Source: an optimization exercise on an open RTL-to-GDS flow (aim: small area, a short achievable clock period and few clock cycles per item). Production flows keep margins and buffers that such runs may drop. In this exercise RTL edits were held to simulation tests only and were not proved equivalent to the original.

## v6
## alu_decode_exec
module alu_decode_exec #(
    parameter int unsigned XLEN = 32
) (
    input  logic            clk,
    input  logic            reset,
    input  logic            in_valid,
    output logic            in_ready,
    input  logic [1:0]      ALUOp,
    input  logic [2:0]      funct3,
    input  logic [6:0]      funct7,
    input  logic [XLEN-1:0] a,
    input  logic [XLEN-1:0] b,
    output logic            out_valid,
    input  logic            out_ready,
    output logic [XLEN-1:0] result,
    output logic            zero,
    output logic            illegal,
    output logic            busy
);
Size: ~4,300 cells after synthesis, roughly 190 flip-flops, ~120 I/O pins, ~0.031 mm² of cells after synthesis.
clock: 12.0 ns
lec_check: 0
abc_area: 1
cap_margin: 20
core_margin: 2
core_utilization: 30
slew_margin: 20
standard.sh (not shown) runs the stock make flow with config.mk's settings and CLKGATE_MAP_FILE= SYNTH_SCRIPT=/design/flow/synth_recipe.tcl, a recipe that flattens the netlist after the stock synthesis.
==> flow/flow/run.sh <==
#!/bin/bash
set -euo pipefail
MARGIN=${MARGIN:-6.9}
bash standard.sh SETUP_SLACK_MARGIN=$MARGIN finish > standard_flow.log 2>&1
Testbench counts of v6, summed over its fixed seeds: cycles 19,910, items 16,000.
Here is what was changed in the inputs of v7 compared with v6.
--- a/flow/design.v
+++ b/flow/design.v
@@ -82,36 +82,38 @@
     logic [3:0]      k1_q;
     logic [1:0]      f1_q;                   
     logic [31:0]     a1_q, b1_q;
     logic [15:0]     bo_q, bn_q;             
     logic [15:0]     bt_q;                   
     logic            v2_q;                   
     logic [31:0]     x_q, y_q;
     logic            neg_q, cmp_q, sgn_q, ill_q;
     logic [1:0]      dph_q;                  
     logic [4:0]      dcnt_q;
     logic            dsb_q, drem_q, dneg_q;
-    logic            ov_q, oi_q;             
+    logic            ov_q, oz_q, oi_q;       
     logic [31:0]     or_q;
     logic            busy_q;
     assign out_valid = ov_q;
     assign result    = or_q;
-    assign zero      = (or_q == 32'd0);      
+    assign zero      = oz_q;
     assign illegal   = oi_q;
     assign busy      = busy_q;
     logic [31:0] sum;
     logic        cout, lt;
     logic [31:0] nres;
+    logic        nzero;
     add32 u_add (.x(x_q), .y(y_q ^ {32{neg_q}}), .ci(neg_q), .s(sum), .co(cout));
     assign lt    = (sgn_q && (x_q[31] != y_q[31])) ? x_q[31] : ~cout;
     assign nres  = cmp_q ? {31'd0, lt} : sum;
+    assign nzero = cmp_q ? ~lt : (sum == 32'd0);
     logic [31:0] ms, mc;
     mul_csa u_mul (.a(a1_q), .b_one(bo_q), .b_two(bt_q), .b_neg(bn_q), .s(ms), .c(mc));
     always_comb begin
         for (int i = 0; i < 16; i++) begin
             b1_q[2*i+1] = bn_q[i];
             b1_q[2*i]   = bo_q[i] ^ ((i > 0) ? bn_q[(i > 0) ? i - 1 : 0] : 1'b0);
         end
     end
     always_comb begin
         for (int i = 0; i < 16; i++)
             bt_q[i] = ~bo_q[i] & (bn_q[i] ^ ((i > 0) ? bn_q[(i > 0) ? i - 1 : 0] : 1'b0));
@@ -200,36 +202,36 @@
             sh_amt  = dcnt_q;
         end else begin
             sh_left = (k1_q == KSll);
             sh_fill = (k1_q == KSra) & a1_q[31];
         end
     end
     logic            v1_d, v2_d, ov_d, busy_d;
     logic [3:0]      k1_d;
     logic [1:0]      f1_d, dph_d;
     logic [31:0]     a1_d, x_d, y_d, or_d;
     logic [15:0]     bo_d, bn_d;
-    logic            neg_d, cmp_d, sgn_d, ill_d, oi_d;
+    logic            neg_d, cmp_d, sgn_d, ill_d, oz_d, oi_d;
     logic [4:0]      dcnt_d;
     logic            dsb_d, drem_d, dneg_d;
     logic            s1_leaves, load1;
     always_comb begin
         v1_d = v1_q; k1_d = k1_q; f1_d = f1_q; a1_d = a1_q;
         bo_d = bo_q; bn_d = bn_q;
         v2_d = v2_q; x_d = x_q; y_d = y_q; neg_d = neg_q; cmp_d = cmp_q; sgn_d = sgn_q;
         ill_d = ill_q;
         dph_d = dph_q; dcnt_d = dcnt_q; dsb_d = dsb_q; drem_d = drem_q; dneg_d = dneg_q;
-        ov_d = ov_q; or_d = or_q; oi_d = oi_q;
+        ov_d = ov_q; or_d = or_q; oz_d = oz_q; oi_d = oi_q;
         s1_leaves = 1'b0;
         if (o_free) begin
-            ov_d = v2_q; or_d = nres; oi_d = ill_q;
+            ov_d = v2_q; or_d = nres; oz_d = nzero; oi_d = ill_q;
             v2_d = 1'b0;
         end
         if (s1_go) begin
             s1_leaves = 1'b1;
             v2_d  = 1'b1;
             neg_d = 1'b0; cmp_d = 1'b0; sgn_d = 1'b0; ill_d = 1'b0;
             x_d   = 32'd0;
             y_d   = 32'd0;
             case (k1_q)
                 KAdd:  begin x_d = sh_out; y_d = b1_q; end
                 KSub:  begin x_d = sh_out; y_d = b1_q; neg_d = 1'b1; end
@@ -321,23 +323,23 @@
     end
     logic        mul_go;
     logic [31:0] x_dm, y_dm;
     assign mul_go = s1_go & (k1_q == KMul);
     assign x_dm   = mul_go ? ms : x_d;
     assign y_dm   = mul_go ? mc : y_d;
     always_ff @(posedge clk) begin
         k1_q <= k1_d; f1_q <= f1_d; a1_q <= a1_d;
         bo_q <= bo_d; bn_q <= bn_d;
         x_q <= x_dm; y_q <= y_dm; neg_q <= neg_d; cmp_q <= cmp_d; sgn_q <= sgn_d; ill_q <= ill_d;
         dcnt_q <= dcnt_d; dsb_q <= dsb_d; drem_q <= drem_d; dneg_q <= dneg_d;
-        or_q <= or_d; oi_q <= oi_d;
+        or_q <= or_d; oz_q <= oz_d; oi_q <= oi_d;
     end
 endmodule
 module add32 (input logic [31:0] x, input logic [31:0] y, input logic ci, output logic [31:0] s, output logic co);
   logic [31:0] p, g;
   assign p = x ^ y;
   assign g = x & y;
   logic g0c; assign g0c = g[0] | (p[0] & ci);
   logic gg0; assign gg0 = g[1] | (p[1] & g0c);
   logic gg1; assign gg1 = g[3] | (p[3] & g[2]);
   logic pp1; assign pp1 = p[3] & p[2];
   logic gg2; assign gg2 = g[5] | (p[5] & g[4]);
Notes after the runs:
Between v6 and v7, the detailed-routed wire length on met2 is lower for v7. For final cell utilization of the core, v7 and v6 come out practically identical. v7: arithmetic-cell share of the synthesized area counting full adders, half adders and majority gates 0.93 points above v6. Peak supply drop was lower in the run labelled v6. Against v6, v7 reports a flip-flop and latch count that is higher. v7 vs. v6: total wire length after detailed routing went down by about 10%, overall die area saw a decrease, final critical path time including I/O delays and setup flat. v6 reports its highest-delay cell along the critical path as sky130_fd_sc_hd__buf_4 while v7 reports sky130_fd_sc_hd__fa_2.
Testbench counts of v7, summed over its fixed seeds: cycles 19,910, items 16,000.

what the ideal ports hide:
How much do the figures lean on ideal ports? The routed layouts below were timed once more, with nothing changed but the port constraints. Step 1 sets driving cells, clkbuf_16 on the clock port and buf_2 on the other inputs (assumed; they add their load-dependent delay and slew). Step 2 moves the port delays by t, midway between the first and last clock arrival at a register: inputs arrive t later, outputs are due t later. That takes back most of the time a late clock gives input paths. a / b / c = no drivers / after step 1 / after step 2; a / b = the first two.
run | t (ns) | setup WS [ns] | worst hold slack (ns) | worst register clock-pin slew, ns | worst slew at a driven data input, ns
v6 | 0.587 | 6.790 / 6.765 / 6.242 | 0.501 / 0.501 / 0.501 | 0.10 / 0.10 | 0.06
v7 | 0.565 | 6.790 / 6.790 / 6.645 | 0.492 / 0.492 / 0.492 | 0.09 / 0.09 | 0.04
After both steps every run listed still meets setup and hold. The setup slack of v6, which loses most, moves by -0.025 ns with the drivers and by -0.548 ns with both steps.
